Background: an optimization exercise with open tools, aiming at small area. Do not read the settings as production practice.
Function was checked by simulation only, so behaviour that the tests miss may differ from the original.
No activity file was given, so power comes from the tool's default toggle rates. No driver is modelled on the clock port, so clocking that relies on it looks cheaper here than on a real chip.

==> flow/design.v <==
package tl_ul_pkg;
	parameter int tl_addr_w   = 32;             
	parameter int tl_data_w   = 64;             
	parameter int tl_strb_w   = tl_data_w / 8;  
	parameter int tl_source_w = 3;              
	parameter int tl_sink_w   = 3;              
	parameter int tl_opcode_w = 3;
	parameter int tl_param_w  = 3;              
	parameter int tl_size_w   = 8;              
	parameter int tl_beat_size = 3;
	typedef enum logic [tl_opcode_w-1:0] {
		put_full_data    = 3'd0,
		put_partial_data = 3'd1,
		arithmetic_data  = 3'd2,  
		logical_data     = 3'd3,  
		get              = 3'd4,
		intent           = 3'd5,  
		acquire_block    = 3'd6,  
		acquire_perm     = 3'd7   
	} a_opcode_e;
	typedef enum logic [tl_opcode_w-1:0] {
		access_ack      = 3'd0,
		access_ack_data = 3'd1
	} d_opcode_e;
	typedef enum logic [1:0] {
		st_idle,     
		st_access,   
		st_respond   
	} slave_state_e;
endpackage
`timescale 1ns/10ps
import tl_ul_pkg::*;
module tl_slave_fsm #(
	parameter int DEPTH = 64
) (
	input  logic clk,
	input  logic rst,
	input  logic a_valid,
	input  logic d_ready,
	output logic a_ready,
	output logic d_valid,
	input  logic [$clog2(DEPTH)-1:0] idx,   
	output logic                     clr,   
	output logic                     hit    
);
	localparam int idx_w = $clog2(DEPTH);
	logic [idx_w-1:0] ptr;  
	logic             pend;
	always_ff @(posedge clk or posedge rst) begin
		if (rst) begin
			ptr  <= '0;
			clr  <= 1'b1;
			pend <= 1'b0;
			d_valid <= 1'b0;
		end else begin
			ptr <= ptr + 1'b1;
			if (ptr == idx_w'(DEPTH-1))
				clr <= 1'b0;
			if (a_valid & a_ready)
				pend <= 1'b1;
			else if (hit)
				pend <= 1'b0;
			if (hit)
				d_valid <= 1'b1;
			else if (d_ready)
				d_valid <= 1'b0;
		end
	end
	assign hit     = pend & (ptr == idx);
	assign a_ready = ~(clr | pend | d_valid);
endmodule
`timescale 1ns/10ps
import tl_ul_pkg::*;
module tl_request_decode #(
	parameter int DEPTH = 64
) (
	input  logic                       clk,
	input  logic                       rst,
	input  logic                       load,   
	input  logic                       hit,
	input  logic                       clr,
	input  logic [tl_opcode_w-1:0]     a_opcode,
	input  logic [tl_addr_w-1:0]       a_address,
	input  logic [tl_size_w-1:0]       a_size,
	input  logic [tl_strb_w-1:0]       a_mask,
	input  logic [tl_data_w-1:0]       a_data,
	input  logic [tl_source_w-1:0]     a_source,
	output logic [$clog2(DEPTH)-1:0]   idx,
	input  logic [tl_data_w-1:0]       head,
	output logic [tl_strb_w-1:0]       strb,
	output logic [tl_data_w-1:0]       wdata,
	output logic [tl_opcode_w-1:0]     d_opcode,
	output logic [tl_param_w-1:0]      d_param,
	output logic [tl_size_w-1:0]       d_size,
	output logic [tl_sink_w-1:0]       d_sink,
	output logic [tl_source_w-1:0]     d_source,
	output logic [tl_data_w-1:0]       d_data,
	output logic                       d_error
);
	localparam int idx_w  = $clog2(DEPTH);
	localparam int idx_lo = tl_beat_size;
	logic is_full, is_partial, is_get, good;
	logic get_q;
	logic [tl_strb_w-1:0] mask_q;   
	logic [tl_data_w-1:0] buf_q;
	assign is_full    = (a_opcode == put_full_data);
	assign is_partial = (a_opcode == put_partial_data);
	assign is_get     = (a_opcode == get);
	assign good       = (a_size == tl_size_w'(tl_beat_size))
	                  & (a_address[tl_addr_w-1:idx_lo+idx_w] == '0);
	always_ff @(posedge clk) begin
		if (load) begin
			idx      <= a_address[idx_lo +: idx_w];
			mask_q   <= (good & is_full) ? '1 : (good & is_partial) ? a_mask : '0;
			get_q    <= good & is_get;
			d_error  <= ~(good & (is_full | is_partial | is_get));
			d_size   <= a_size;
			d_source <= a_source;
		end
	end
	always_ff @(posedge clk or posedge rst) begin
		if (rst)
			buf_q <= '0;
		else if (load)
			buf_q <= a_data;
		else if (hit & get_q)
			buf_q <= head;
	end
	assign strb  = {tl_strb_w{clr}} | ({tl_strb_w{hit}} & mask_q);
	assign wdata = buf_q;
	assign d_opcode = get_q ? access_ack_data : access_ack;
	assign d_data   = buf_q;
	assign d_param  = '0;
	assign d_sink   = '0;
endmodule
`timescale 1ns/10ps
import tl_ul_pkg::*;
module tl_byte_mem #(
	parameter int DEPTH = 64
) (
	input  logic                 clk,
	input  logic [tl_strb_w-1:0] strb,   
	input  logic [tl_data_w-1:0] wdata,
	output logic [tl_data_w-1:0] head    
);
	logic [DEPTH-1:0][tl_data_w-1:0] ring;
	logic [tl_data_w-1:0]            tail;
	always_comb begin
		for (int b = 0; b < tl_strb_w; b++)
			tail[8*b +: 8] = strb[b] ? wdata[8*b +: 8] : ring[0][8*b +: 8];
	end
	always_ff @(posedge clk) begin
		ring <= {tail, ring[DEPTH-1:1]};
	end
	assign head = ring[0];
endmodule
`timescale 1ns/10ps
import tl_ul_pkg::*;
module tl_ul_slave_top #(
	parameter int DEPTH = 64  
) (
	input  logic                   clk,
	input  logic                   rst,
	input  logic                   a_valid,
	output logic                   a_ready,
	input  logic [tl_opcode_w-1:0] a_opcode,
	input  logic [tl_param_w-1:0]  a_param,    
	input  logic [tl_addr_w-1:0]   a_address,
	input  logic [tl_size_w-1:0]   a_size,
	input  logic [tl_strb_w-1:0]   a_mask,
	input  logic [tl_data_w-1:0]   a_data,
	input  logic [tl_source_w-1:0] a_source,
	output logic                   d_valid,
	input  logic                   d_ready,
	output logic [tl_opcode_w-1:0] d_opcode,
	output logic [tl_param_w-1:0]  d_param,
	output logic [tl_size_w-1:0]   d_size,
	output logic [tl_sink_w-1:0]   d_sink,
	output logic [tl_source_w-1:0] d_source,
	output logic [tl_data_w-1:0]   d_data,
	output logic                   d_error
);
	logic                     clr;
	logic                     hit;
	logic [$clog2(DEPTH)-1:0] idx;
	logic [tl_strb_w-1:0]     strb;
	logic [tl_data_w-1:0]     wdata;
	logic [tl_data_w-1:0]     head;
	tl_slave_fsm #(.DEPTH(DEPTH)) u_fsm (
		.clk     (clk),
		.rst     (rst),
		.a_valid (a_valid),
		.d_ready (d_ready),
		.a_ready (a_ready),
		.d_valid (d_valid),
		.idx     (idx),
		.clr     (clr),
		.hit     (hit)
	);
	tl_request_decode #(.DEPTH(DEPTH)) u_decode (
		.clk       (clk),
		.rst       (rst),
		.load      (a_ready),
		.hit       (hit),
		.clr       (clr),
		.a_opcode  (a_opcode),
		.a_address (a_address),
		.a_size    (a_size),
		.a_mask    (a_mask),
		.a_data    (a_data),
		.a_source  (a_source),
		.idx       (idx),
		.head      (head),
		.strb      (strb),
		.wdata     (wdata),
		.d_opcode  (d_opcode),
		.d_param   (d_param),
		.d_size    (d_size),
		.d_sink    (d_sink),
		.d_source  (d_source),
		.d_data    (d_data),
		.d_error   (d_error)
	);
	tl_byte_mem #(.DEPTH(DEPTH)) u_mem (
		.clk   (clk),
		.strb  (strb),
		.wdata (wdata),
		.head  (head)
	);
endmodule
==> flow/run.sh <==
#!/bin/bash
# synth_recipe.tcl (not shown) runs the flow's synth.tcl, then flattens the netlist and writes it again
# the make line also repeats each setting of config.mk as NAME=value (left out here)
make -C /OpenROAD-flow-scripts/flow DESIGN_CONFIG=/design/flow/config.mk WORK_HOME=/design/flow/orfs CLKGATE_MAP_FILE= SYNTH_SCRIPT=/design/flow/synth_recipe.tcl finish
==> flow/config.mk <==
export PLATFORM = sky130hd
export DESIGN_NAME = tl_ul_slave_top
export DESIGN_NICKNAME = tl_ul_slave_top
export VERILOG_FILES = /design/flow/design.v
export SDC_FILE = /design/flow/constraint.sdc
export NUM_CORES = 4
export LEC_CHECK = 0
export CAP_MARGIN = 20
export CORE_MARGIN = 2
export CORE_UTILIZATION = 40
export SLEW_MARGIN = 20
==> flow/constraint.sdc <==
create_clock -name core_clock -period 5.5 [get_ports {clk}]
set_input_delay 1.1000 -clock core_clock [delete_from_list [all_inputs] [get_ports {clk}]]
set_output_delay 1.1000 -clock core_clock [all_outputs]
set_load 0.01 [all_outputs]
==> reports/results.ini, run 1 <==
[setup_path]
crit_required_ns = 4.40
worst-endpoint-arrival_ns = 2.90
startpoint_type = register
critPathCapture = a_ready
reg2reg_slack_ns = 2.47
r2r_end = u_decode.buf_q[5]
r2r_start = u_fsm.clr
crit_fanout = 15
reg2reg_depth = 4
criticalPathCategory = register to output port
end_kind = output port
startpoint = u_fsm.clr

[clocking]
clock-sinks = 4196
cts_tree = yes
cts_buffers = 389
root_buffer = clkbuf_16
ctsHoldBuffers = 0
clk_pin_slew_ns = 0.06
post_cts_resized = 0
cts.htree.levels = 5
clk_path_buf_depth = 4
cts_setup_buffers = 0
clk-insertion-delay-late_ns = 0.97

[detailed_routing]
route.detailed.drc = 0
first_pass_iters = 4
drtIter0Drc = 1216
wl_per_cell_um = 12.3
vias_per_cell = 3.69
wirelength_um = 101000
vias = 30400
ant_nets = 0

[synthesis]
yosysUniqueCellTypes = 39
synth-seq-cells = 4196
async_flop_share_pct = 1.74
synth_edf_count = 27
synth_top_flop_cell = dfxtp_1
syn_area_um2 = 88000
syn_inst = 4488
ys_warn_count = 3
ys_seq_area_share_pct = 96.1
syn_avg_cell_area_um2 = 19.6

[global_route]
grt_pass1_wl_um = 167000
grt_use_total_pct = 9.26
grt_pass1_vias = 31600
grt_max_degree = 43
antenna_found_initial = 6
overflow = 0

[timing]
clock_skew_ns = 0.0808
finalSetupViolCount = 0
maxSlewViolCount = 0
fin_ws_ns = 1.50
finalSetupTns_ns = 0
max_freq_mhz = 250
final.min_clock_period_ns = 4.00
tightestPinTransition_ns = 1.11
rsz0062_at_grt = no
slew_headroom_pct = 26.1
period_share_pct = 72.8
hold_viol = 0

[placement]
place.gp.congestion = 0.711
port-buffer-count = 197
dp_slack_ns = 2.38
dp_hpwl_um = 49100

[final_layout]
drive_gt1_share_pct = 15.1
nNetsFinal = 5188
syn_to_final_growth_pct = 20.4

[flow_run]
drv_cap = 0

[pwr]
p_per_area_nw_per_um2 = 548
fin_total_pwr_mw = 58.1
p_leak_nw = 42.8
peakVddDrop_v = 0.000290

[worst_hold_path]
hp-class = register to register
hold_path_depth = 0

[status]
outcome = complete, no violations

[floorplan]
coreArea_um2 = 219000
die_w_um = 473
die_h_um = 473
row_count = 172
ios = 212
initial_core_util_pct = 40.1
die-area_um2 = 224000

-- synthesized netlist by cell type, types with 2 or more instances --
library cell	count	area [um^2]
xor2_1	4	35.0
dfxtp_1	4096	82000
mux2_2	64	721
buf_4	10	75.1
buf_6	7	78.8
nand3_1	3	15.0
nor3_2	2	20.0
inv_1	12	45.0
nor4_1	7	43.8
mux2_1	4	45.0
buf_2	5	25.0
nand4_1	2	12.5
nor3_1	2	10.0
nand2_1	3	11.3
xnor2_1	4	35.0
clkbuf_1	4	15.0
inv_2	2	7.51
edfxtp_1	27	811
dfrtp_1	72	1800
a21oi_4	8	130
mux2_4	124	1860
a21oi_1	9	45.0
-- worst max-delay path, stage by stage (launching register included) --
cell and delay [ns]:
dfstp_2 0.51, nor3_4 0.79, clkdlybuf4s50_1 0.69
-- per-layer routing --
layer | up-vias | track usage (%) | wire length, um
met3 | 322 | 2.85 | 5010
met1 | 14300 | 13.3 | 52500
li1 | 15200 | - | -
met4 | 0 | 4.81 | 3760
met2 | 494 | 12.4 | 39600
met5 | - | 0 | 0
-- registers in the layout, indices dropped and copies added (netlist names) --
register / flops
u_decode.get_q: 1
u_mem.ring: 4096
u_decode.d_size: 8
u_fsm.clr: 1
u_decode.mask_q: 8
u_fsm.ptr: 6
u_fsm.d_valid: 1
u_decode.buf_q: 64
u_fsm.pend: 1
u_decode.d_source: 3
u_decode.idx: 6
u_decode.d_error: 1
-- through the flow --
stage | std cells | area [um^2] | utilization [%] | hold WS [ns]
2_1_floorplan | 4495 | 88100 | - | 0.310
3_3_place_gp | 7542 | 93500 | 42.6 | 0.310
3_5_place_dp | 7542 | 93500 | 42.6 | 0.312
4_1_cts | 8222 | 106000 | 48.3 | 0.231
5_1_grt | 8225 | 106000 | 48.3 | 0.251
6_report | 8228 | 106000 | 48.3 | 0.249
-- cell families after synthesis --
logic type,Yosys count,synth area share [%]
DFF,4196,96.1
muxes,192,2.98
buffers and inverters,41,0.303
and+or+nand+nor,27,0.233
AOI/OAI and AO/OA,22,0.252
xor gates and xnor gates,8,0.0796
adders and majority gates,1,0.0142
other,1,0.00426
-- cell usage in the layout (no fill, tap or decap), types with 2 or more instances in the layout --
master,count
xor2_1,4
conb_1,8
nand3_1,3
xnor2_1,4
dfxtp_1,4096
inv_8,2
nor3_1,2
diode_2,6
buf_4,5
inv_4,3
mux2_4,124
clkdlybuf4s50_1,197
nand4_1,2
nand2_1,3
inv_6,6
clkinv_2,65
clkbuf_16,392
nor4_1,7
inv_1,11
clkinv_8,6
a21oi_4,8
mux2_1,4
inv_2,2
clkinvlp_4,6
clkinv_4,7
mux2_2,64
clkbuf_8,87
edfxtp_1,27
dfrtp_1,72
bufinv_16,17
a21oi_1,9
clkbuf_1,88
-- layout make-up --
type	count	area (um^2)
fillers	18000	113000
flip-flops and latches	4196	84600
clock buffers	567	11300
well taps	2871	3590
multi-input cells	258	3180
repair buffers	203	2030
clock inverters	113	1180
inverters	14	55.1
diodes	6	15.0
-- power breakdown --
| group | switching (mW) | leakage (nW) | internal, mW |
|---|---|---|---|
| Combinational | 0.655 | 2.40 | 0.924 |
| Clock | 10.5 | 6.20 | 15.1 |
| Sequential | 0.208 | 34.2 | 30.8 |
-- worst min path at each step --
| stage | start | end | slack [ns] |
|---|---|---|---|
| 5_1_grt | u_mem.ring[2191] | u_mem.ring[2127] | 0.25 |
| 4_1_cts | u_mem.ring[2755] | u_mem.ring[2691] | 0.23 |
| 6_report | u_mem.ring[2755] | u_mem.ring[2691] | 0.25 |
| 3_5_place_dp | u_mem.ring[1065] | u_mem.ring[1001] | 0.31 |
| 2_1_floorplan | u_mem.ring[64] | u_mem.ring[0] | 0.31 |
| 3_3_place_gp | u_mem.ring[3038] | u_mem.ring[2974] | 0.31 |
==> inputs of run 2 (changes only) <==
--- a/flow/config.mk
+++ b/flow/config.mk
@@ -6,6 +6,10 @@
 export NUM_CORES = 4
 export LEC_CHECK = 0
+export ABC_AREA = 1
 export CAP_MARGIN = 20
 export CORE_MARGIN = 2
-export CORE_UTILIZATION = 40
+export CORE_UTILIZATION = 65
+export CTS_BUF_LIST = sky130_fd_sc_hd__clkbuf_16
+export CTS_CLUSTER_DIAMETER = 60
+export CTS_CLUSTER_SIZE = 30
 export SLEW_MARGIN = 20
==> run 2 against run 1 <==
Against the previous run:
- sequential cell count unchanged
- setup slack improved by 0.038 ns
- die area shrank 38%
- register-to-register slack improved by 0.03 ns
- fmax up 0.95%
- critical path depth unchanged
- critical endpoint unchanged
==> reports/results.ini, run 2 <==
[pwr]
p_per_area_nw_per_um2 = 483  ; was 548 nW/um^2
fin_total_pwr_mw = 46.7  ; was 58.1 mW
p_leak_nw = 39.4  ; was 42.8 nW
peakVddDrop_v = 0.000354  ; was 0.000290 V

[detailed_routing]
wirelength_um = 103000  ; was 101,000 um
wl_per_cell_um = 14.5  ; was 12.3 um
drtIter0Drc = 1824  ; was 1,216
first_pass_iters = 5  ; was 4
vias = 30600  ; was 30.4k
ant_nets = 0  ; unchanged
route.detailed.drc = 0  ; unchanged
vias_per_cell = 4.31  ; was 3.69

[floorplan]
die_w_um = 372  ; was 473 um
coreArea_um2 = 134000  ; was 219,000 um^2
ios = 212  ; unchanged
row_count = 134  ; was 172
die_h_um = 372  ; was 473 um
initial_core_util_pct = 65.7  ; was 40.1%
die-area_um2 = 138000  ; was 224,000 um^2

[timing]
finalSetupViolCount = 0  ; unchanged
rsz0062_at_grt = no  ; unchanged
hold_ws_ns = 0.314  ; was 0.249 ns
hold_viol = 0  ; unchanged
slew_headroom_pct = 27.0  ; was 26.1%
period_share_pct = 72.1  ; was 72.8%
maxSlewViolCount = 0  ; unchanged
max_freq_mhz = 252  ; was 250 MHz
tightestPinTransition_ns = 1.10  ; was 1.11 ns
finalSetupTns_ns = 0  ; unchanged
fin_ws_ns = 1.54  ; was 1.50 ns
clock_skew_ns = 0.0248  ; was 0.0808 ns
final.min_clock_period_ns = 3.96  ; was 4.00 ns

[placement]
port-buffer-count = 197  ; unchanged
place.gp.congestion = 0.764  ; was 0.711
dp_hpwl_um = 54300  ; was 49,100 um
post_dp_cell_area_um2 = 91900  ; was 93,500 um^2
dp_slack_ns = 1.88  ; was 2.38 ns

[synthesis]
async_flop_share_pct = 1.74  ; unchanged
synth_mux_area_share_pct = 0  ; was 2.98%
ys_seq_area_share_pct = 96.3  ; was 96.1%
yosysUniqueCellTypes = 29  ; was 39
synth_top_family_by_area = simple AND/OR/NAND/NOR gates  ; was multiplexers
synth_area_leaders = dfxtp_1 (93%), dfrtp_1 (2.1%), nand2_1 (2.0%)  ; was dfxtp_1 (93%), mux2_4 (2.1%), dfrtp_1 (2.0%)
synth-xor-area-share_pct = 0.0897  ; was 0.0796%
synth_top_flop_cell = dfxtp_1  ; unchanged
synth-simple-area-share_pct = 3.15  ; was 0.233%
syn_area_um2 = 87900  ; was 88,000 um^2
synth_edf_count = 27  ; unchanged
synth-seq-cells = 4196  ; unchanged
synthTopCellsByCount = dfxtp_1 (4,096), nand2_1 (468), nand3_1 (141)  ; was dfxtp_1 (4,096), mux2_4 (124), dfrtp_1 (72)
syn_avg_cell_area_um2 = 17.8  ; was 19.6 um^2
ys_warn_count = 3  ; unchanged
syn_inst = 4928  ; was 4,488
synthAdderAreaFrac_pct = 0.0142  ; about the same
synth_compound_area_share_pct = 0.0313  ; was 0.252%
yosysMostFrequentCell = dfxtp_1  ; unchanged
yosysTopAreaCell = dfxtp_1  ; unchanged
synth_top_area_share_pct = 93.3  ; was 93.1%

[clocking]
cts.htree.levels = 4  ; was 5
clk-insertion-delay-late_ns = 0.80  ; was 0.97 ns
ctsHoldBuffers = 0  ; unchanged
post_cts_resized = 0  ; unchanged
root_buffer = clkbuf_16  ; unchanged
cts_setup_buffers = 0  ; unchanged
clk_pin_slew_ns = 0.10  ; was 0.06 ns
cts_buffers = 166  ; was 389
clk_path_buf_depth = 3  ; was 4
clock-sinks = 4196  ; unchanged
cts_tree = yes  ; unchanged

[setup_path]
criticalPathCategory = register to output port  ; unchanged
end_kind = output port  ; unchanged
critPathCapture = a_ready  ; unchanged
r2r_start = u_fsm.pend  ; was u_fsm.clr
worst-endpoint-arrival_ns = 2.86  ; was 2.90 ns
crit_required_ns = 4.40  ; about the same
slowest_delay_ns = 0.72  ; was 0.79 ns
startpoint = u_fsm.pend  ; was u_fsm.clr
crit_fanout = 12  ; was 15
path_cells = nor3_2 > clkdlybuf4s50_1  ; was nor3_4 > clkdlybuf4s50_1
r2r_end = u_decode.buf_q[42]  ; was u_decode.buf_q[5]
crit_path_top_delay_cell = nor3_2  ; was nor3_4
startpoint_type = register  ; unchanged
reg2reg_depth = 8  ; was 4
reg2reg_slack_ns = 2.50  ; was 2.47 ns

[global_route]
grt_pass1_vias = 29700  ; was 31.6k
overflow = 0  ; unchanged
grt_use_total_pct = 15.1  ; was 9.26%
antenna_found_initial = 8  ; was 6
grt_pass1_wl_um = 162000  ; was 167,000 um
grt_max_degree = 73  ; was 43

[final_layout]
drive_gt1_share_pct = 4.59  ; was 15.1%
regMostFlops = u_mem.ring  ; unchanged
final_cell_mix = dfxtp_1 (4,096), nand2_1 (468), clkdlybuf4s50_1 (197)  ; was dfxtp_1 (4,096), clkbuf_16 (392), clkdlybuf4s50_1 (197)
largestRegisters = u_mem.ring: 4096 flops, u_decode.buf_q: 64 flops  ; unchanged
layout_commonest_cell = dfxtp_1  ; unchanged
syn_to_final_growth_pct = 10.1  ; was 20.4%
design_area_um2 = 96800  ; was 106,000 um^2
nNetsFinal = 5385  ; was 5,188
fillers = 8556  ; was 18.0k
largest_reg_flops = 4096  ; unchanged

[status]
outcome = complete, no violations  ; unchanged

[worst_hold_path]
min-delay-start = u_mem.ring[3489]  ; was u_mem.ring[2755]
hp-class = register to register  ; unchanged

[flow_run]
drv_cap = 0  ; unchanged

-- run 2: cell types whose count changed in the layout (fill, tap and decap cells not counted), moves of 17 or more --
cell	delta
clkbuf_8	-87
mux2_4	-124
inv_1	+25
mux2_2	-64
nand3_1	+138
nand2_1	+465
clkbuf_1	-88
clkinv_2	-60
clkbuf_16	-222
nor2_1	+17
-- run 2: power breakdown --
part           internal [mW]  switching (mW)
logic                  0.628           0.774
clock network           5.82            8.48
registers               30.7           0.260
total                   37.2            9.51
-- run 2: cell families after synthesis --
family | Yosys count
compound gates | 4
simple gates | 653
fa+ha+maj | 1
flops | 4196
xor+xnor | 9
buf+inv | 64
other cells | 1
-- run 2: layer usage --
metal	GRT usage (%)	routed length, um	up-vias
met5	0	8	-
met3	3.49	4530	193
met2	20.0	38300	422
li1	-	-	15800
met1	24.2	57500	14200
met4	5.23	2420	2
-- run 2: cell type report --
cell class / count / area (um^2) / area share, %
Sequential cell: 4196 / 84600 / 87.5
Clock buffer: 170 / 4250 / 4.40
Multi-Input combinational cell: 675 / 2930 / 3.03
Tap cell: 1768 / 2210 / 2.29
Timing Repair Buffer: 208 / 2080 / 2.15
Clock inverter: 73 / 576 / 0.595
Inverter: 12 / 53.8 / 0.0556
Antenna cell: 3 / 7.51 / 0.00776
-- run 2: worst min-delay path by stage --
| stage | to | slack (ns) | cells after the start |
|---|---|---|---|
| 2_1_floorplan | u_mem.ring[0] | 0.31 | 0 |
| 3_3_place_gp | u_mem.ring[1873] | 0.31 | 0 |
| 3_5_place_dp | u_mem.ring[1033] | 0.31 | 0 |
| 4_1_cts | u_mem.ring[3425] | 0.31 | 0 |
| 5_1_grt | u_mem.ring[417] | 0.32 | 0 |
| 6_report | u_mem.ring[3425] | 0.31 | 0 |
-- run 2: critical path, delay by kind of cell, from the launching register on --
kind,cells,cell delay (ns)
DFF,1,0.64
buffers and inverters,1,0.70
and+or+nand+nor,1,0.72
-- run 2: through the flow --
| step | util [%] | instances |
|---|---|---|
| after floorplan | - | 4935 |
| after global placement | 68.7 | 6858 |
| after detailed placement | 68.7 | 6858 |
| after CTS | 72.3 | 7101 |
| after global routing | 72.3 | 7103 |
| final | 72.3 | 7105 |
==> inputs of run 3 (changes only) <==
--- a/flow/config.mk
+++ b/flow/config.mk
@@ -11,5 +11,5 @@
 export CORE_UTILIZATION = 65
 export CTS_BUF_LIST = sky130_fd_sc_hd__clkbuf_16
-export CTS_CLUSTER_DIAMETER = 60
-export CTS_CLUSTER_SIZE = 30
+export CTS_CLUSTER_DIAMETER = 45
+export CTS_CLUSTER_SIZE = 40
 export SLEW_MARGIN = 20
==> run 3 against run 2 <==
Against the previous run:
- routed wire length rose by 1.7%
- first-iteration DRC count fell by 3.4%
- clock skew rose by 0.014 ns
- via count rose by 1.7%
- clock power rose by 27%
- synthesized cell count did not move
==> reports/results.ini, run 3 <==
[clocking]
root_buffer = clkbuf_16  ; unchanged
clk-insertion-delay-late_ns = 0.83  ; was 0.80 ns
clock-sinks = 4196  ; unchanged
clk_path_buf_depth = 3  ; unchanged
ctsHoldBuffers = 0  ; unchanged
cts_tree = yes  ; unchanged
cts_setup_buffers = 0  ; unchanged
cts_buffers = 189  ; was 166
clk_pin_slew_ns = 0.12  ; was 0.10 ns
cts.htree.levels = 4  ; unchanged
post_cts_resized = 0  ; unchanged

[detailed_routing]
route.detailed.drc = 0  ; unchanged
wl_per_cell_um = 14.5  ; about the same
vias_per_cell = 4.31  ; about the same
m1WireLength_um = 57600  ; was 57,500 um
vias = 31100  ; was 30.6k
drtIter0Drc = 1762  ; was 1,824
wirelength_um = 105000  ; was 103,000 um
ant_nets = 0  ; unchanged
dr_wl_met3_um = 4560  ; was 4530 um
wl_met2_um = 39700  ; was 38,300 um
first_pass_iters = 5  ; unchanged
top_layer = met5  ; unchanged

[timing]
hold_ws_ns = 0.313  ; was 0.314 ns
period_share_pct = 72.5  ; was 72.1%
max_freq_mhz = 251  ; was 252 MHz
hold_viol = 0  ; unchanged
final.min_clock_period_ns = 3.99  ; was 3.96 ns
slew_headroom_pct = 23.0  ; was 27.0%
finalSetupViolCount = 0  ; unchanged
tightestPinTransition_ns = 1.15  ; was 1.10 ns
rsz0062_at_grt = no  ; unchanged
finalSetupTns_ns = 0  ; unchanged
maxSlewViolCount = 0  ; unchanged
clock_skew_ns = 0.0383  ; was 0.0248 ns

[pwr]
p_leak_nw = 40.6  ; was 39.4 nW
peakVddDrop_v = 0.000430  ; was 0.000354 V
p_per_area_nw_per_um2 = 509  ; was 483 nW/um^2

[final_layout]
final_cell_mix = dfxtp_1 (4,096), nand2_1 (468), clkdlybuf4s50_1 (197)  ; unchanged
layout_commonest_cell = dfxtp_1  ; unchanged
drive_gt1_share_pct = 7.01  ; was 4.59%
largest_reg_flops = 4096  ; unchanged
regMostFlops = u_mem.ring  ; unchanged
final_core_util_pct = 74.3  ; was 72.3%
nNetsFinal = 5408  ; was 5,385
syn_to_final_growth_pct = 13.2  ; was 10.1%
largestRegisters = u_mem.ring: 4096 flops, u_decode.buf_q: 64 flops  ; unchanged

[synthesis]
ys_seq_area_share_pct = 96.3  ; unchanged
yosysMostFrequentCell = dfxtp_1  ; unchanged
yosysUniqueCellTypes = 29  ; unchanged
syn_avg_cell_area_um2 = 17.8  ; unchanged
syn_inst = 4928  ; unchanged
yosysTopAreaCell = dfxtp_1  ; unchanged
synthTopCellsByCount = dfxtp_1 (4,096), nand2_1 (468), nand3_1 (141)  ; unchanged
async_flop_share_pct = 1.74  ; unchanged
synth_top_flop_cell = dfxtp_1  ; unchanged
synth_area_leaders = dfxtp_1 (93%), dfrtp_1 (2.1%), nand2_1 (2.0%)  ; unchanged
synth-seq-cells = 4196  ; unchanged
syn_area_um2 = 87900  ; unchanged
synth_top_area_share_pct = 93.3  ; unchanged
synth_edf_count = 27  ; unchanged
ys_warn_count = 3  ; unchanged

[setup_path]
criticalPathCategory = register to output port  ; unchanged
startpoint_type = register  ; unchanged
end_kind = output port  ; unchanged
crit_required_ns = 4.40  ; about the same
reg2reg_slack_ns = 2.49  ; was 2.50 ns
r2r_end = u_decode.buf_q[34]  ; was u_decode.buf_q[42]
worst-endpoint-arrival_ns = 2.89  ; was 2.86 ns
r2r_start = u_fsm.pend  ; unchanged
crit_fanout = 12  ; unchanged
reg2reg_depth = 8  ; unchanged

[status]
outcome = complete, no violations  ; unchanged

[floorplan]
coreArea_um2 = 134000  ; unchanged
initial_core_util_pct = 65.7  ; unchanged
die_w_um = 372  ; unchanged
ios = 212  ; unchanged
die_h_um = 372  ; unchanged
die-area_um2 = 138000  ; unchanged
row_count = 134  ; unchanged

[worst_hold_path]
hp-class = register to register  ; unchanged
hold_end = u_mem.ring[362]  ; was u_mem.ring[3425]
min-delay-start = u_mem.ring[426]  ; was u_mem.ring[3489]
hold_path_depth = 0  ; unchanged

[global_route]
grt_use_total_pct = 15.4  ; was 15.1%
grt_pass1_wl_um = 165000  ; was 162,000 um
overflow = 0  ; unchanged
grt_max_degree = 73  ; unchanged
antenna_found_initial = 13  ; was 8
grt_pass1_vias = 30000  ; was 29.7k

[flow_run]
drv_cap = 0  ; unchanged

[placement]
dp_hpwl_um = 54300  ; unchanged
port-buffer-count = 197  ; unchanged
place.gp.congestion = 0.764  ; unchanged

==> run 3: area by class of cell <==
class / instances / area, um^2
Antenna cell: 3 / 7.51
Clock buffer: 194 / 4850
Clock inverter: 162 / 2690
Fill cell: 8191 / 34300
Inverter: 12 / 53.8
Multi-Input combinational cell: 675 / 2930
Sequential cell: 4196 / 84600
Tap cell: 1768 / 2210
Timing Repair Buffer: 208 / 2080
==> run 3: logic make-up after synthesis <==
| group | synth area share [%] |
|---|---|
| other cells | 0.00427 |
| simple gates | 3.15 |
| flops | 96.3 |
| xor+xnor | 0.0897 |
| buf+inv | 0.389 |
| fa+ha+maj | 0.0142 |
| compound gates | 0.0313 |
==> run 3: worst max-delay path by stage <==
stage / slack (ns) / cells after the start / end / startpoint
after floorplan: 2.55 / 1 / u_decode.buf_q[0] / rst
after global placement: 1.96 / 8 / u_decode.mask_q[2] / a_address[10]
after detailed placement: 1.88 / 8 / u_decode.mask_q[0] / a_size[7]
after CTS: 1.41 / 2 / a_ready / u_fsm.pend
after global routing: 1.40 / 2 / a_ready / u_fsm.pend
final: 1.51 / 2 / a_ready / u_fsm.pend
==> run 3: power breakdown <==
group | switching [mW] | internal [mW]
logic | 0.770 | 0.628
registers | 0.260 | 30.7
clock network | 10.5 | 7.71
==> run 3: per-layer routing <==
| metal | vias up | track usage (%) |
|---|---|---|
| li1 | 16000 | - |
| met1 | 14500 | 24.7 |
| met2 | 452 | 20.5 |
| met3 | 221 | 3.34 |
| met4 | 2 | 5.30 |
| met5 | - | 0 |
==> run 3: worst max-delay path, cell delays in order, from the launching register on <==
cell	delay (ns)
dfrtp_1	0.65
nor3_2	0.72
clkdlybuf4s50_1	0.70
==> run 3: through the flow <==
step	area [um^2]	instances	total power [mW]	worst slack [ns]
6_report	99500	7218	50.6	1.51
5_1_grt	99500	7217	52.4	1.40
4_1_cts	99400	7214	51.1	1.41
3_5_place_dp	91900	6858	33.1	1.88
3_3_place_gp	91900	6858	33.1	1.96
2_1_floorplan	87900	4935	32.2	2.55
==> inputs of run 4 (changes only) <==
--- a/flow/config.mk
+++ b/flow/config.mk
@@ -10,6 +10,3 @@
 export CORE_MARGIN = 2
 export CORE_UTILIZATION = 65
-export CTS_BUF_LIST = sky130_fd_sc_hd__clkbuf_16
-export CTS_CLUSTER_DIAMETER = 45
-export CTS_CLUSTER_SIZE = 40
 export SLEW_MARGIN = 20
==> run 4 against run 3 <==
Against the previous run:
- routed wire length increased by 6.5%
- area after synthesis unchanged
- first-iteration DRC count increased by 5.8%
- sequential power about the same
- synthesized cell count unchanged
- die area unchanged
- fmax decreased by 0.28%
==> reports/results.ini, run 4 <==
[detailed_routing]
drtIter0Drc = 1864  ; was 1,762
wirelength_um = 111000  ; was 105,000 um
ant_nets = 0  ; unchanged
route.detailed.drc = 0  ; unchanged
wl_per_cell_um = 14.8  ; was 14.5 um
first_pass_iters = 5  ; unchanged
vias = 32500  ; was 31.1k
vias_per_cell = 4.33  ; was 4.31

[placement]
port-buffer-count = 197  ; unchanged
dp_cells = 6858  ; unchanged
place.gp.congestion = 0.764  ; unchanged
dp_slack_ns = 1.88  ; unchanged
dp_hpwl_um = 54300  ; unchanged
post_dp_cell_area_um2 = 91900  ; unchanged

[global_route]
overflow = 0  ; unchanged
grt_pass1_wl_um = 177000  ; was 165,000 um
grt_pass1_vias = 33000  ; was 30.0k
grt_use_total_pct = 16.5  ; was 15.4%
grt_max_degree = 73  ; unchanged
antenna_found_initial = 11  ; was 13

[clocking]
cts_setup_buffers = 0  ; unchanged
cts_tree = yes  ; unchanged
clk-insertion-delay-late_ns = 0.90  ; was 0.83 ns
clk_pin_slew_ns = 0.06  ; was 0.12 ns
clk_path_buf_depth = 4  ; was 3
ctsHoldBuffers = 0  ; unchanged
post_cts_resized = 0  ; unchanged
root_buffer = clkbuf_16  ; unchanged
cts.htree.levels = 5  ; was 4
clock-sinks = 4196  ; unchanged
cts_buffers = 366  ; was 189

[final_layout]
layout_commonest_cell = dfxtp_1  ; unchanged
largest_reg_flops = 4096  ; unchanged
drive_gt1_share_pct = 10.7  ; was 7.01%
largestRegisters = u_mem.ring: 4096 flops, u_decode.buf_q: 64 flops  ; unchanged
final_cells = 7506  ; was 7,218
regMostFlops = u_mem.ring  ; unchanged
final_cell_mix = dfxtp_1 (4,096), nand2_1 (468), clkbuf_16 (375)  ; was dfxtp_1 (4,096), nand2_1 (468), clkdlybuf4s50_1 (197)
nNetsFinal = 5585  ; was 5,408
syn_to_final_growth_pct = 18.3  ; was 13.2%
design_area_um2 = 104000  ; was 99,500 um^2
final_core_util_pct = 77.7  ; was 74.3%

[setup_path]
end_kind = output port  ; unchanged
worst-endpoint-arrival_ns = 2.90  ; was 2.89 ns
crit_path_top_delay_cell = clkdlybuf4s50_1  ; was nor3_2
criticalPathCategory = register to output port  ; unchanged
startpoint_type = register  ; unchanged
crit_required_ns = 4.40  ; about the same
path_cells = nor3_2 > clkdlybuf4s50_1  ; unchanged
slowest_delay_ns = 0.71  ; was 0.72 ns
crit_fanout = 12  ; unchanged

[timing]
hold_viol = 0  ; unchanged
finalSetupViolCount = 0  ; unchanged
final.min_clock_period_ns = 4.00  ; was 3.99 ns
finalSetupTns_ns = 0  ; unchanged
period_share_pct = 72.7  ; was 72.5%
max_freq_mhz = 250  ; was 251 MHz
fin_ws_ns = 1.50  ; was 1.51 ns
slew_headroom_pct = 24.8  ; was 23.0%
clock_skew_ns = 0.0517  ; was 0.0383 ns
hold_ws_ns = 0.300  ; was 0.313 ns
tightestPinTransition_ns = 1.13  ; was 1.15 ns
maxSlewViolCount = 0  ; unchanged
rsz0062_at_grt = no  ; unchanged

[pwr]
fin_total_pwr_mw = 57.3  ; was 50.6 mW
switching_share_pct = 19.6  ; was 22.8%
peakVddDrop_v = 0.000424  ; was 0.000430 V
p_comb_share_pct = 2.4  ; was 2.8%
p_leak_nw = 42.9  ; was 40.6 nW
p_seq_share_pct = 54.1  ; was 61.2%
p_per_area_nw_per_um2 = 551  ; was 509 nW/um^2
p_int_mw = 46.0  ; was 39.1 mW
switchingPower_mw = 11.3  ; was 11.6 mW
p_clk_share_pct = 43.4  ; was 36.0%

[synthesis]
yosysTopAreaCell = dfxtp_1  ; unchanged
syn_inst = 4928  ; unchanged
synth_edf_count = 27  ; unchanged
synth_top_family_by_area = simple AND/OR/NAND/NOR gates  ; unchanged
ys_warn_count = 3  ; unchanged
synth_top_area_share_pct = 93.3  ; unchanged
synthAdderAreaFrac_pct = 0.0142  ; unchanged
syn_area_um2 = 87900  ; unchanged
synth_mux_area_share_pct = 0  ; unchanged
synth_compound_area_share_pct = 0.0313  ; unchanged
synth_top_flop_cell = dfxtp_1  ; unchanged
synth-seq-cells = 4196  ; unchanged
yosysMostFrequentCell = dfxtp_1  ; unchanged
synthTopCellsByCount = dfxtp_1 (4,096), nand2_1 (468), nand3_1 (141)  ; unchanged
yosysUniqueCellTypes = 29  ; unchanged
synth_area_leaders = dfxtp_1 (93%), dfrtp_1 (2.1%), nand2_1 (2.0%)  ; unchanged
syn_avg_cell_area_um2 = 17.8  ; unchanged
synth-simple-area-share_pct = 3.15  ; unchanged
synth-xor-area-share_pct = 0.0897  ; unchanged
ys_seq_area_share_pct = 96.3  ; unchanged
async_flop_share_pct = 1.74  ; unchanged

[floorplan]
ios = 212  ; unchanged
row_count = 134  ; unchanged
initial_core_util_pct = 65.7  ; unchanged
coreArea_um2 = 134000  ; unchanged
die_w_um = 372  ; unchanged
die-area_um2 = 138000  ; unchanged
die_h_um = 372  ; unchanged

[worst_hold_path]
hp-class = register to register  ; unchanged

[flow_run]
drv_cap = 0  ; unchanged

[status]
outcome = complete, no violations  ; unchanged

-- run 4: layout make-up --
type	count	area (um^2)
tap	1768	2210
timing repair buffer	208	2080
inverter	12	53.8
clock inverter	126	1310
fill	7585	29900
multi-input combinational	675	2930
antenna	2	5.00
clock buffer	519	10700
sequential	4196	84600
-- run 4: power by group through the flow --
stage / Clock, mW / Combinational (mW) / Sequential, mW
3_5_place_dp: 0 / 1.41 / 31.7
6_report: 24.9 / 1.40 / 31.0
4_1_cts: 25.5 / 1.41 / 31.0
3_3_place_gp: 0 / 1.39 / 31.7
5_1_grt: 26.7 / 1.51 / 31.0
2_1_floorplan: 0 / 0.509 / 31.7
-- run 4: routing by layer --
layer | part of all wire [%] | wire [um] | global-route usage (%) | up-vias
li1 | - | - | - | 16400
met1 | 52 | 57900 | 24.9 | 15200
met2 | 40 | 44400 | 22.4 | 644
met3 | 4.9 | 5410 | 4.03 | 296
met4 | 3.2 | 3550 | 7.79 | 2
met5 | 0.0099 | 11 | 0 | -
-- run 4: logic make-up (layout without fill, tap and decap cells) --
logic type	Yosys count	in the layout
AO/OA/AOI/OAI	4	4
XOR/XNOR	9	9
adder cells (fa/ha/maj)	1	1
buffers and inverters	64	865
flip-flops	4196	4196
other	1	10
AND/OR/NAND/NOR	653	653
-- run 4: critical path, delay by kind of cell (launching register included) --
family	cells	cell delay, ns
buffers and inverters	1	0.71
and+or+nand+nor	1	0.69
DFF	1	0.63
-- run 4: final timing paths --
kind                                  from                 end  slack [ns]  cells past startpoint
min in group asynchronous              rst  u_decode.buf_q[12]        0.58                      2
min                        u_mem.ring[356]     u_mem.ring[292]        0.30                      0
max in group asynchronous              rst  u_decode.buf_q[39]        3.97                      3
max reg2reg                     u_fsm.pend  u_decode.buf_q[23]        2.53                      8
max                             u_fsm.pend             a_ready        1.50                      2
min reg2reg                u_mem.ring[356]     u_mem.ring[292]        0.30                      0
==> inputs of run 5 (changes only) <==
==> flow/flow/run.sh (new file) <==
#!/bin/bash
# Own flow: the standard ORFS layout (standard.sh, unchanged synthesis) with
#  - the smallest buffer on every port instead of ORFS's default choice,
#  - clock tree synthesis without dummy loads, with larger sink clusters.
set -euo pipefail
export BUFFER_PORTS_ARGS="-buffer_cell sky130_fd_sc_hd__buf_1"
export CTS_ARGS="-sink_clustering_enable -repair_clock_nets -dont_use_dummy_load -buf_list sky130_fd_sc_hd__clkbuf_16 -sink_clustering_size ${CTS_SIZE:-30} -sink_clustering_max_diameter ${CTS_DIAM:-60}"
bash standard.sh > standard_flow.log 2>&1
==> flow/standard.sh (new file) <==
#!/bin/bash
# synth_recipe.tcl (not shown) runs the flow's synth.tcl, then flattens the netlist and writes it again
# the make line also repeats each setting of config.mk as NAME=value (left out here)
make -C /OpenROAD-flow-scripts/flow DESIGN_CONFIG=/design/flow/config.mk WORK_HOME=/design/flow/orfs CLKGATE_MAP_FILE= SYNTH_SCRIPT=/design/flow/synth_recipe.tcl "${@:-finish}"
removed: flow/run.sh
==> run 5 against run 4 <==
Against the previous run:
- still clean on timing, DRC and antenna
- global-route usage decreased by 1.6 points
- register-to-register slack got worse by 0.13 ns
- routed wire length fell by 9.2%
- critical path depth up 1
- sequential cell count did not move
- clock power decreased by 46%
- final cell count shrank 6.3%
==> reports/results.ini, run 5 <==
[global_route]
grt_max_degree = 74  ; was 73
antenna_found_initial = 4  ; was 11
grt_pass1_wl_um = 159000  ; was 177,000 um
grt_use_total_pct = 14.8  ; was 16.5%
overflow = 0  ; unchanged
grt_pass1_vias = 29500  ; was 33.0k

[setup_path]
reg2reg_slack_ns = 2.40  ; was 2.53 ns
crit_fanout = 21  ; was 12
crit_required_ns = 4.40  ; about the same
reg2reg_depth = 8  ; unchanged
worst-endpoint-arrival_ns = 2.58  ; was 2.90 ns
critPathCapture = a_ready  ; unchanged
startpoint_type = register  ; unchanged
r2r_end = u_decode.buf_q[55]  ; was u_decode.buf_q[23]
end_kind = output port  ; unchanged
criticalPathCategory = register to output port  ; unchanged
r2r_start = u_fsm.pend  ; unchanged
startpoint = u_fsm.pend  ; unchanged

[floorplan]
ios = 212  ; unchanged
die_h_um = 372  ; unchanged
coreArea_um2 = 134000  ; unchanged
die_w_um = 372  ; unchanged
row_count = 134  ; unchanged
initial_core_util_pct = 65.7  ; unchanged
die-area_um2 = 138000  ; unchanged

[synthesis]
yosysMostFrequentCell = dfxtp_1  ; unchanged
synth-seq-cells = 4196  ; unchanged
syn_inst = 4928  ; unchanged
synth_area_leaders = dfxtp_1 (93%), dfrtp_1 (2.1%), nand2_1 (2.0%)  ; unchanged
async_flop_share_pct = 1.74  ; unchanged
ys_warn_count = 3  ; unchanged
syn_avg_cell_area_um2 = 17.8  ; unchanged
ys_seq_area_share_pct = 96.3  ; unchanged
synth_edf_count = 27  ; unchanged
synthTopCellsByCount = dfxtp_1 (4,096), nand2_1 (468), nand3_1 (141)  ; unchanged
syn_area_um2 = 87900  ; unchanged
synth_top_flop_cell = dfxtp_1  ; unchanged
yosysTopAreaCell = dfxtp_1  ; unchanged
yosysUniqueCellTypes = 29  ; unchanged
synth_top_area_share_pct = 93.3  ; unchanged

[detailed_routing]
first_pass_iters = 5  ; unchanged
drtIter0Drc = 1633  ; was 1,864
wirelength_um = 101000  ; was 111,000 um
vias_per_cell = 4.34  ; was 4.33
wl_per_cell_um = 14.4  ; was 14.8 um
ant_nets = 0  ; unchanged
route.detailed.drc = 0  ; unchanged
vias = 30500  ; was 32.5k

[clocking]
cts_tree = yes  ; unchanged
cts_setup_buffers = 0  ; unchanged
cts_buffers = 167  ; was 366
cts.htree.levels = 4  ; was 5
clk-insertion-delay-late_ns = 0.79  ; was 0.90 ns
clock-sinks = 4196  ; unchanged
ctsHoldBuffers = 0  ; unchanged
post_cts_resized = 0  ; unchanged
clk_pin_slew_ns = 0.10  ; was 0.06 ns
clk_path_buf_depth = 3  ; was 4
root_buffer = clkbuf_16  ; unchanged

[timing]
fin_ws_ns = 1.82  ; was 1.50 ns
max_freq_mhz = 271  ; was 250 MHz
finalSetupTns_ns = 0  ; unchanged
rsz0062_at_grt = no  ; unchanged
final.min_clock_period_ns = 3.68  ; was 4.00 ns
finalSetupViolCount = 0  ; unchanged
clock_skew_ns = 0.0537  ; was 0.0517 ns
tightestPinTransition_ns = 1.13  ; about the same
slew_headroom_pct = 24.9  ; was 24.8%
maxSlewViolCount = 0  ; unchanged
hold_viol = 0  ; unchanged
period_share_pct = 67.0  ; was 72.7%

[final_layout]
nNetsFinal = 5385  ; was 5,585
fillers = 8701  ; was 7,585
largest_reg_flops = 4096  ; unchanged
drive_gt1_share_pct = 3.84  ; was 10.7%
syn_to_final_growth_pct = 7.96  ; was 18.3%
regMostFlops = u_mem.ring  ; unchanged
design_area_um2 = 94900  ; was 104,000 um^2
final_cell_mix = dfxtp_1 (4,096), nand2_1 (468), buf_1 (197)  ; was dfxtp_1 (4,096), nand2_1 (468), clkbuf_16 (375)
final_core_util_pct = 70.9  ; was 77.7%
largestRegisters = u_mem.ring: 4096 flops, u_decode.buf_q: 64 flops  ; unchanged
layout_commonest_cell = dfxtp_1  ; unchanged

[placement]
dp_slack_ns = 2.13  ; was 1.88 ns
place.gp.congestion = 0.772  ; was 0.764
dp_hpwl_um = 54400  ; was 54,300 um
port-buffer-count = 197  ; unchanged
post_dp_cell_area_um2 = 90700  ; was 91,900 um^2

[worst_hold_path]
hp-class = register to register  ; unchanged

[flow_run]
drv_cap = 0  ; unchanged

[pwr]
p_per_area_nw_per_um2 = 479  ; was 551 nW/um^2
peakVddDrop_v = 0.000371  ; was 0.000424 V
p_leak_nw = 38.5  ; was 42.9 nW

[status]
outcome = complete, no violations  ; unchanged

## run 5: cell types whose count changed in the layout (fill, tap and decap cells not counted), moves of 4 or more
cell             before  now
clkbuf_16           375  167
buf_1                 0  197
clkdlybuf4s50_1     197    0
clkinv_2             79    1
clkbuf_8             77    1
clkbuf_1             67    0
bufinv_16            24    0
clkinvlp_4           10    0
inv_6                 7    1
clkinv_4              4    0
## run 5: through the flow
| step | hold slack (ns) | cells | power, mW |
|---|---|---|---|
| floorplan | 0.310 | 4935 | 32.2 |
| CTS | 0.291 | 7024 | 46.0 |
| global route | 0.286 | 7028 | 47.2 |
| global placement | 0.310 | 6856 | 32.7 |
| finish | 0.287 | 7030 | 45.5 |
| detailed placement | 0.312 | 6857 | 32.8 |
## run 5: report_power, final
part	total (mW)	switching, mW	internal (mW)
clock	13.4	7.97	5.46
sequential	31.0	0.263	30.7
combinational	1.05	0.764	0.289
## run 5: cells by family after synthesis
logic type | after synthesis | share of synthesized area (%)
compound gates | 4 | 0.0313
xor+xnor | 9 | 0.0897
buf+inv | 64 | 0.389
simple gates | 653 | 3.15
flops | 4196 | 96.3
fa+ha+maj | 1 | 0.0142
other cells | 1 | 0.00427
## run 5: metal layers
| metal | vias up | global-route usage (%) | share of wire, % |
|---|---|---|---|
| met3 | 194 | 3.48 | 4.6 |
| met2 | 402 | 19.3 | 37 |
| li1 | 15700 | - | - |
| met1 | 14300 | 23.8 | 55 |
| met5 | - | 0 | 0 |
| met4 | 0 | 5.67 | 3.0 |
## run 5: critical path, stage by stage (launching register included)
cell and delay [ns]:
dfrtp_1 0.68, nor3_2 0.34, buf_4 0.44, buf_1 0.35
## run 5: how the worst min path moves through the flow
stage,slack (ns),cells after the start,startpoint,to
2_1_floorplan,0.31,0,u_mem.ring[64],u_mem.ring[0]
3_3_place_gp,0.31,0,u_mem.ring[3911],u_mem.ring[3847]
3_5_place_dp,0.31,0,u_mem.ring[1205],u_mem.ring[1141]
4_1_cts,0.29,0,u_mem.ring[4084],u_mem.ring[4020]
5_1_grt,0.29,0,u_mem.ring[3529],u_mem.ring[3465]
6_report,0.29,0,u_mem.ring[4084],u_mem.ring[4020]
## run 5: final cells by class
type                            count  area [um^2]  area share (%)
Antenna cell                        5         12.5          0.0132
Clock buffer                      167         4180            4.41
Inverter                           12         53.8          0.0567
Multi-Input combinational cell    675         2930            3.09
Sequential cell                  4196        84600            89.2
Tap cell                         1768         2210            2.33
Timing Repair Buffer              207          833           0.878
==> inputs of run 6 (changes only) <==
--- a/flow/design.v
+++ b/flow/design.v
@@ -45,15 +45,18 @@
 );
 	localparam int idx_w = $clog2(DEPTH);
-	logic [idx_w-1:0] ptr;  
+	logic [idx_w-1:0] ptr;    
 	logic             pend;
+	logic             first;  
 	always_ff @(posedge clk or posedge rst) begin
 		if (rst) begin
-			ptr  <= '0;
+			ptr  <= '1;
 			clr  <= 1'b1;
+			first <= 1'b1;
 			pend <= 1'b0;
 			d_valid <= 1'b0;
 		end else begin
-			ptr <= ptr + 1'b1;
-			if (ptr == idx_w'(DEPTH-1))
+			ptr   <= ptr + 1'b1;
+			first <= 1'b0;
+			if (ptr == idx_w'(DEPTH-1) && !first)
 				clr <= 1'b0;
 			if (a_valid & a_ready)
@@ -76,5 +79,4 @@
 ) (
 	input  logic                       clk,
-	input  logic                       rst,
 	input  logic                       load,   
 	input  logic                       hit,
@@ -119,11 +121,12 @@
 		end
 	end
-	always_ff @(posedge clk or posedge rst) begin
-		if (rst)
-			buf_q <= '0;
-		else if (load)
-			buf_q <= a_data;
-		else if (hit & get_q)
-			buf_q <= head;
+	logic sel_a, sel_h, sel_q;
+	assign sel_a = load;
+	assign sel_h = hit & get_q;
+	assign sel_q = ~(load | sel_h | clr);
+	always_ff @(posedge clk) begin
+		buf_q <= ({tl_data_w{sel_a}} & a_data)
+		       | ({tl_data_w{sel_h}} & head)
+		       | ({tl_data_w{sel_q}} & buf_q);
 	end
 	assign strb  = {tl_strb_w{clr}} | ({tl_strb_w{hit}} & mask_q);
@@ -200,5 +203,4 @@
 	tl_request_decode #(.DEPTH(DEPTH)) u_decode (
 		.clk       (clk),
-		.rst       (rst),
 		.load      (a_ready),
 		.hit       (hit),
==> flow/flow/run.sh (replaced) <==
#!/bin/bash
# Own flow: the standard ORFS layout (standard.sh, unchanged synthesis) with
#  - the smallest buffer on every port instead of ORFS's default choice,
#  - clock tree synthesis without dummy loads, with larger sink clusters.
set -euo pipefail
export BUFFER_PORTS_ARGS="-buffer_cell sky130_fd_sc_hd__buf_1"
export CTS_ARGS="-sink_clustering_enable -repair_clock_nets -dont_use_dummy_load -buf_list sky130_fd_sc_hd__clkbuf_16 -sink_clustering_size ${CTS_SIZE:-38} -sink_clustering_max_diameter ${CTS_DIAM:-80}"
bash standard.sh > standard_flow.log 2>&1
==> run 6 against run 5 <==
Against the previous run:
- first-iteration DRC count grew 11%
- still clean on timing, DRC and antenna
- global-route usage decreased by 0.053 points
- core utilization decreased by 0.90 points
- sequential power about the same
- critical path depth is 1 higher
- die area down 0.57%
- largest power group unchanged
- cell area is 1.5% lower
==> reports/results.ini, run 6 <==
[pwr]
p_comb_share_pct = 2.6  ; was 2.3%
p_per_area_nw_per_um2 = 475  ; was 479 nW/um^2
peakVddDrop_v = 0.000364  ; was 0.000371 V
p_int_mw = 35.5  ; was 36.5 mW
p_leak_nw = 37.2  ; was 38.5 nW
switching_share_pct = 20.1  ; was 19.8%
p_seq_share_pct = 70.0  ; was 68.2%
p_clk_share_pct = 27.3  ; was 29.5%
switchingPower_mw = 8.91  ; was 8.99 mW

[setup_path]
r2r_end = u_mem.ring[4036]  ; was u_decode.buf_q[55]
crit_fanout = 42  ; was 21
reg2reg_depth = 5  ; was 8
worst-endpoint-arrival_ns = 2.87  ; was 2.58 ns
crit_path_top_delay_cell = dfrtp_4  ; was dfrtp_1
r2r_start = u_fsm.pend  ; unchanged
startpoint_type = register  ; unchanged
reg2reg_slack_ns = 2.26  ; was 2.40 ns
critPathTopFamily = simple AND/OR/NAND/NOR gates  ; was buffers and inverters
criticalPathCategory = register to output port  ; unchanged
critPathCapture = a_ready  ; unchanged
crit_required_ns = 4.40  ; about the same
slowest_delay_ns = 0.64  ; was 0.68 ns
path_depth = 4  ; was 3
path_cells = nor2_1 > nand2_1 > inv_4 > buf_1  ; was nor3_2 > buf_4 > buf_1
crit_buf_inv = 2  ; unchanged
startpoint = u_fsm.pend  ; unchanged
end_kind = output port  ; unchanged

[detailed_routing]
ant_nets = 0  ; unchanged
vias_per_cell = 4.39  ; was 4.34
first_pass_iters = 5  ; unchanged
route.detailed.drc = 0  ; unchanged
drtIter0Drc = 1810  ; was 1,633
wirelength_um = 100000  ; was 101,000 um
vias = 30200  ; was 30.5k
wl_per_cell_um = 14.6  ; was 14.4 um

[final_layout]
final_core_util_pct = 70.0  ; was 70.9%
final_cells = 6873  ; was 7,030
final_cell_mix = dfxtp_1 (4,160), nand2_1 (225), nand3_1 (204)  ; was dfxtp_1 (4,096), nand2_1 (468), buf_1 (197)
drive_gt1_share_pct = 3.27  ; was 3.84%
fillers = 8783  ; was 8,701
largestRegisters = u_mem.ring: 4096 flops, u_decode.buf_q: 64 flops  ; unchanged
layout_commonest_cell = dfxtp_1  ; unchanged
nNetsFinal = 5231  ; was 5,385
largest_reg_flops = 4096  ; unchanged
syn_to_final_growth_pct = 6.94  ; was 7.96%
regMostFlops = u_mem.ring  ; unchanged

[clocking]
cts_buffers = 131  ; was 167
clock-sinks = 4197  ; was 4,196
cts_setup_buffers = 0  ; unchanged
clk-insertion-delay-late_ns = 0.77  ; was 0.79 ns
clk_path_buf_depth = 3  ; unchanged
post_cts_resized = 0  ; unchanged
ctsHoldBuffers = 0  ; unchanged
root_buffer = clkbuf_16  ; unchanged
cts.htree.levels = 4  ; unchanged
cts_tree = yes  ; unchanged
clk_pin_slew_ns = 0.12  ; was 0.10 ns

[floorplan]
row_count = 134  ; unchanged
die_h_um = 371  ; was 372 um
ios = 212  ; unchanged
coreArea_um2 = 133000  ; was 134,000 um^2
initial_core_util_pct = 65.5  ; was 65.7%
die-area_um2 = 137000  ; was 138,000 um^2
die_w_um = 371  ; was 372 um

[synthesis]
async_flop_share_pct = 0.238  ; was 1.74%
yosysMostFrequentCell = dfxtp_1  ; unchanged
synth_top_flop_cell = dfxtp_1  ; unchanged
synth-seq-cells = 4197  ; was 4,196
ys_seq_area_share_pct = 96.6  ; was 96.3%
synth_area_leaders = dfxtp_1 (95%), nand3_1 (1.2%), nand2_1 (0.97%)  ; was dfxtp_1 (93%), dfrtp_1 (2.1%), nand2_1 (2.0%)
yosysTopAreaCell = dfxtp_1  ; unchanged
syn_avg_cell_area_um2 = 18.1  ; was 17.8 um^2
syn_inst = 4816  ; was 4,928
yosysUniqueCellTypes = 28  ; was 29
synth_top_area_share_pct = 95.3  ; was 93.3%
synth_edf_count = 27  ; unchanged
ys_warn_count = 3  ; unchanged
synthTopCellsByCount = dfxtp_1 (4,160), nand2_1 (225), nand3_1 (204)  ; was dfxtp_1 (4,096), nand2_1 (468), nand3_1 (141)
syn_area_um2 = 87400  ; was 87,900 um^2

[global_route]
grt_use_total_pct = 14.8  ; about the same
grt_max_degree = 54  ; was 74
overflow = 0  ; unchanged
grt_pass1_vias = 29000  ; was 29.5k
antenna_found_initial = 21  ; was 4
grt_pass1_wl_um = 158000  ; was 159,000 um

[timing]
finalSetupTns_ns = 0  ; unchanged
tightestPinTransition_ns = 1.09  ; was 1.13 ns
slew_headroom_pct = 26.8  ; was 24.9%
clock_skew_ns = 0.0375  ; was 0.0537 ns
rsz0062_at_grt = no  ; unchanged
period_share_pct = 72.3  ; was 67.0%
final.min_clock_period_ns = 3.97  ; was 3.68 ns
hold_viol = 0  ; unchanged
maxSlewViolCount = 0  ; unchanged
max_freq_mhz = 252  ; was 271 MHz
finalSetupViolCount = 0  ; unchanged

[placement]
place.gp.congestion = 0.766  ; was 0.772
dp_cells = 6740  ; was 6,857
port-buffer-count = 197  ; unchanged
dp_hpwl_um = 55500  ; was 54,400 um

[status]
outcome = complete, no violations  ; unchanged

[worst_hold_path]
hp-class = register to register  ; unchanged

[flow_run]
drv_cap = 0  ; unchanged

## run 6: per-layer routing
| layer | GRT usage, % | vias to the layer above | part of all wire [%] |
|---|---|---|---|
| met5 | 0 | - | 0.12 |
| met4 | 5.33 | 22 | 2.8 |
| met3 | 4.08 | 188 | 6.1 |
| met2 | 18.5 | 496 | 35 |
| met1 | 24.1 | 14000 | 56 |
| li1 | - | 15400 | - |
## run 6: worst min path at each step
stage	startpoint	end	slack (ns)	cells after the start
5_1_grt	u_mem.ring[4060]	u_mem.ring[3996]	0.30	0
3_5_place_dp	u_mem.ring[1295]	u_mem.ring[1231]	0.31	0
2_1_floorplan	u_mem.ring[64]	u_mem.ring[0]	0.31	0
4_1_cts	rst	u_fsm.pend	0.29	2
6_report	u_mem.ring[4018]	u_mem.ring[3954]	0.29	0
3_3_place_gp	u_mem.ring[190]	u_mem.ring[126]	0.31	0
## run 6: kinds of logic (layout without fill, tap and decap cells)
family | after synthesis | in the layout | synth area share [%]
DFF | 4197 | 4197 | 96.6
and+or+nand+nor | 531 | 531 | 2.89
buffers and inverters | 72 | 351 | 0.410
xor gates and xnor gates | 9 | 9 | 0.0902
AOI/OAI and AO/OA | 5 | 5 | 0.0358
adders and majority gates | 1 | 1 | 0.0143
other | 1 | 11 | 0.00429
## run 6: layout make-up
| class | instances | area [um^2] | area share, % |
|---|---|---|---|
| Tap cell | 1768 | 2210 | 2.37 |
| Sequential cell | 4197 | 84400 | 90.3 |
| Clock buffer | 131 | 3280 | 3.51 |
| Inverter | 14 | 56.3 | 0.0603 |
| Antenna cell | 2 | 5.00 | 0.00536 |
| Timing Repair Buffer | 206 | 807 | 0.864 |
| Multi-Input combinational cell | 555 | 2710 | 2.90 |
## run 6: power groups by stage
| stage | sequential, mW | combinational, mW | clock (mW) |
|---|---|---|---|
| after detailed placement | 31.8 | 1.18 | 0 |
| after floorplan | 31.8 | 0.569 | 0 |
| after global placement | 31.8 | 1.15 | 0 |
| after global routing | 31.2 | 1.29 | 13.6 |
| after CTS | 31.1 | 1.18 | 12.6 |
| final | 31.1 | 1.17 | 12.1 |
## run 6: per-stage QoR
stage	cell area, um^2	power (mW)	hold slack, ns	setup WS [ns]
3_5_place_dp	90100	33.0	0.312	2.26
4_1_cts	93400	44.8	0.290	1.56
3_3_place_gp	90100	32.9	0.310	2.32
6_report	93400	44.4	0.294	1.53
5_1_grt	93400	46.0	0.300	1.44
2_1_floorplan	87400	32.4	0.310	2.72
==> inputs of run 7 (changes only) <==
==> flow/flow/run.sh (replaced) <==
#!/bin/bash
# Own flow: the standard ORFS layout (standard.sh, unchanged synthesis) with
#  - the smallest buffer on every port instead of ORFS's default choice,
#  - clock tree synthesis without dummy loads, with larger sink clusters.
set -euo pipefail
export BUFFER_PORTS_ARGS="-buffer_cell sky130_fd_sc_hd__buf_1"
export CTS_ARGS="-sink_clustering_enable -repair_clock_nets -dont_use_dummy_load -buf_list sky130_fd_sc_hd__clkbuf_16 -sink_clustering_size ${CTS_SIZE:-36} -sink_clustering_max_diameter ${CTS_DIAM:-70}"
bash standard.sh > standard_flow.log 2>&1
--- a/flow/config.mk
+++ b/flow/config.mk
@@ -6,5 +6,4 @@
 export NUM_CORES = 4
 export LEC_CHECK = 0
-export ABC_AREA = 1
 export CAP_MARGIN = 20
 export CORE_MARGIN = 2
==> run 7 against run 6 <==
Against the previous run:
- final cell count is 2.6% lower
- critical path depth is 1 higher
- sequential cell count stayed put
==> reports/results.ini, run 7 <==
[synthesis]
ys_seq_area_share_pct = 96.9  ; was 96.6%
yosysMostFrequentCell = dfxtp_1  ; unchanged
synthTopCellsByCount = dfxtp_1 (4,160), nand2_1 (68), mux2_2 (63)  ; was dfxtp_1 (4,160), nand2_1 (225), nand3_1 (204)
syn_avg_cell_area_um2 = 18.9  ; was 18.1 um^2
syn_inst = 4606  ; was 4,816
async_flop_share_pct = 0.238  ; unchanged
synth_top_flop_cell = dfxtp_1  ; unchanged
yosysUniqueCellTypes = 37  ; was 28
ys_warn_count = 3  ; unchanged
synth-seq-cells = 4197  ; unchanged
yosysTopAreaCell = dfxtp_1  ; unchanged
synth_edf_count = 27  ; unchanged
synth_top_area_share_pct = 95.7  ; was 95.3%
syn_area_um2 = 87000  ; was 87,400 um^2
synth_area_leaders = dfxtp_1 (96%), edfxtp_1 (0.93%), mux2_2 (0.82%)  ; was dfxtp_1 (95%), nand3_1 (1.2%), nand2_1 (0.97%)

[final_layout]
largest_reg_flops = 4096  ; unchanged
layout_commonest_cell = dfxtp_1  ; unchanged
regMostFlops = u_mem.ring  ; unchanged
largestRegisters = u_mem.ring: 4096 flops, u_decode.buf_q: 64 flops  ; unchanged
final_cells = 6691  ; was 6,873
final_core_util_pct = 70.3  ; was 70.0%
final_cell_mix = dfxtp_1 (4,160), buf_1 (197), clkbuf_16 (144)  ; was dfxtp_1 (4,160), nand2_1 (225), nand3_1 (204)
drive_gt1_share_pct = 4.86  ; was 3.27%
syn_to_final_growth_pct = 7.46  ; was 6.94%
nNetsFinal = 5044  ; was 5,231
design_area_um2 = 93500  ; was 93,400 um^2

[setup_path]
crit_required_ns = 6.13  ; was 4.40 ns
criticalPathCategory = register to register  ; was register to output port
end_kind = register  ; was output port
crit_fanout = 26  ; was 42
startpoint_type = register  ; unchanged
worst-endpoint-arrival_ns = 3.84  ; was 2.87 ns

[timing]
slew_headroom_pct = 24.7  ; was 26.8%
tightestPinTransition_ns = 1.12  ; was 1.09 ns
finalSetupTns_ns = 0  ; unchanged
clock_skew_ns = 0.0399  ; was 0.0375 ns
rsz0062_at_grt = no  ; unchanged
hold_viol = 0  ; unchanged
period_share_pct = 58.3  ; was 72.3%
finalSetupViolCount = 0  ; unchanged
maxSlewViolCount = 0  ; unchanged
max_freq_mhz = 312  ; was 252 MHz
hold_ws_ns = 0.291  ; was 0.294 ns
final.min_clock_period_ns = 3.21  ; was 3.97 ns

[clocking]
cts_setup_buffers = 0  ; unchanged
clk-insertion-delay-late_ns = 0.78  ; was 0.77 ns
cts_tree = yes  ; unchanged
clk_pin_slew_ns = 0.11  ; was 0.12 ns
root_buffer = clkbuf_16  ; unchanged
cts_buffers = 144  ; was 131
clk_path_buf_depth = 3  ; unchanged
ctsHoldBuffers = 0  ; unchanged
clock-sinks = 4197  ; unchanged
cts.htree.levels = 4  ; unchanged
post_cts_resized = 0  ; unchanged

[pwr]
peakVddDrop_v = 0.000322  ; was 0.000364 V
p_per_area_nw_per_um2 = 482  ; was 475 nW/um^2
p_leak_nw = 36.9  ; was 37.2 nW

[detailed_routing]
ant_nets = 0  ; unchanged
wl_per_cell_um = 14.7  ; was 14.6 um
first_pass_iters = 4  ; was 5
vias = 29100  ; was 30.2k
wirelength_um = 98100  ; was 100,000 um
vias_per_cell = 4.35  ; was 4.39
drtIter0Drc = 1596  ; was 1,810
route.detailed.drc = 0  ; unchanged

[floorplan]
ios = 212  ; unchanged
row_count = 134  ; unchanged
die-area_um2 = 137000  ; about the same
die_h_um = 370  ; was 371 um
die_w_um = 370  ; was 371 um
coreArea_um2 = 133000  ; about the same
initial_core_util_pct = 65.4  ; was 65.5%

[global_route]
grt_pass1_vias = 27900  ; was 29.0k
grt_pass1_wl_um = 153000  ; was 158,000 um
grt_use_total_pct = 14.4  ; was 14.8%
antenna_found_initial = 24  ; was 21
overflow = 0  ; unchanged
grt_max_degree = 76  ; was 54

[placement]
place.gp.congestion = 0.715  ; was 0.766
port-buffer-count = 197  ; unchanged
dp_cells = 6540  ; was 6,740
post_dp_cell_area_um2 = 89900  ; was 90,100 um^2
dp_hpwl_um = 55400  ; was 55,500 um

[worst_hold_path]
hp-class = register to register  ; unchanged

[flow_run]
drv_cap = 0  ; unchanged

[status]
outcome = complete, no violations  ; unchanged

[run 7: changes by cell type in the layout (fill, tap and decap cells not counted), moves of 7 or more]
cell / before / now
a22oi_1: 0 / 32
nor2_1: 18 / 2
a21oi_1: 1 / 40
nor3_1: 1 / 32
nand3_1: 204 / 35
o211ai_1: 1 / 32
nand4_2: 8 / 0
nand4_1: 67 / 3
nor4_1: 0 / 7
nand2_1: 225 / 67
clkbuf_16: 131 / 144
mux2_2: 0 / 63
[run 7: critical path: stages, from the launching register on]
cell	delay, ns
dfstp_2	0.57
xnor2_1	0.13
and4_2	0.92
buf_4	0.43
a41oi_2	0.53
mux2_2	0.46
[run 7: per-layer routing]
| layer | routed length [um] | global-route usage (%) | vias up |
|---|---|---|---|
| met2 | 34900 | 18.2 | 436 |
| li1 | - | - | 14800 |
| met3 | 5760 | 4.05 | 185 |
| met4 | 2730 | 5.02 | 16 |
| met5 | 86 | 0 | - |
| met1 | 54700 | 23.5 | 13600 |
[run 7: area by class of cell]
cell class	instances	area [um^2]
diodes	7	17.5
repair buffers	206	827
inverters	11	41.3
well taps	1768	2210
flip-flops and latches	4197	84400
fillers	8644	39600
multi-input cells	358	2490
clock buffers	144	3600
[run 7: logic make-up after synthesis]
group                    after synthesis  share of synthesized area, %
other                                  1                       0.00431
buffers and inverters                 59                         0.316
flip-flops                          4197                          96.9
multiplexers                          64                         0.828
AND/OR/NAND/NOR                      158                         0.839
XOR/XNOR                              10                         0.101
adder cells (fa/ha/maj)                1                        0.0144
AO/OA/AOI/OAI                        116                         0.993
[run 7: final timing paths]
kind | start | to | slack (ns) | depth (start not counted)
max | u_fsm.ptr[5] | u_mem.ring[4070] | 2.29 | 5
min | u_mem.ring[3979] | u_mem.ring[3915] | 0.29 | 0
max reg2reg | u_fsm.ptr[5] | u_mem.ring[4070] | 2.29 | 5
min reg2reg | u_mem.ring[3979] | u_mem.ring[3915] | 0.29 | 0
max in group asynchronous | rst | u_fsm.ptr[2] | 4.68 | 2
min in group asynchronous | rst | u_fsm.d_valid | 0.44 | 2
[run 7: stage by stage]
step           setup WS, ns  power [mW]
2_1_floorplan          2.41        32.5
4_1_cts                2.21        45.5
3_5_place_dp           2.24        33.2
5_1_grt                2.17        46.7
6_report               2.29        45.1
3_3_place_gp           2.29        33.1
[run 7: where the power goes]
part | leakage, nW | internal (mW) | switching (mW)
sequential | 33.9 | 30.9 | 0.298
clock | 1.77 | 4.76 | 7.83
combinational | 1.20 | 0.424 | 0.852

Check on run 7: ideal ports give 2.293 ns setup slack; a clkbuf_16 on the clock port and buf_2 on the inputs give 2.293 ns; moving port delays by the midpoint clock arrival (0.833 ns) as well gives 2.293 ns.
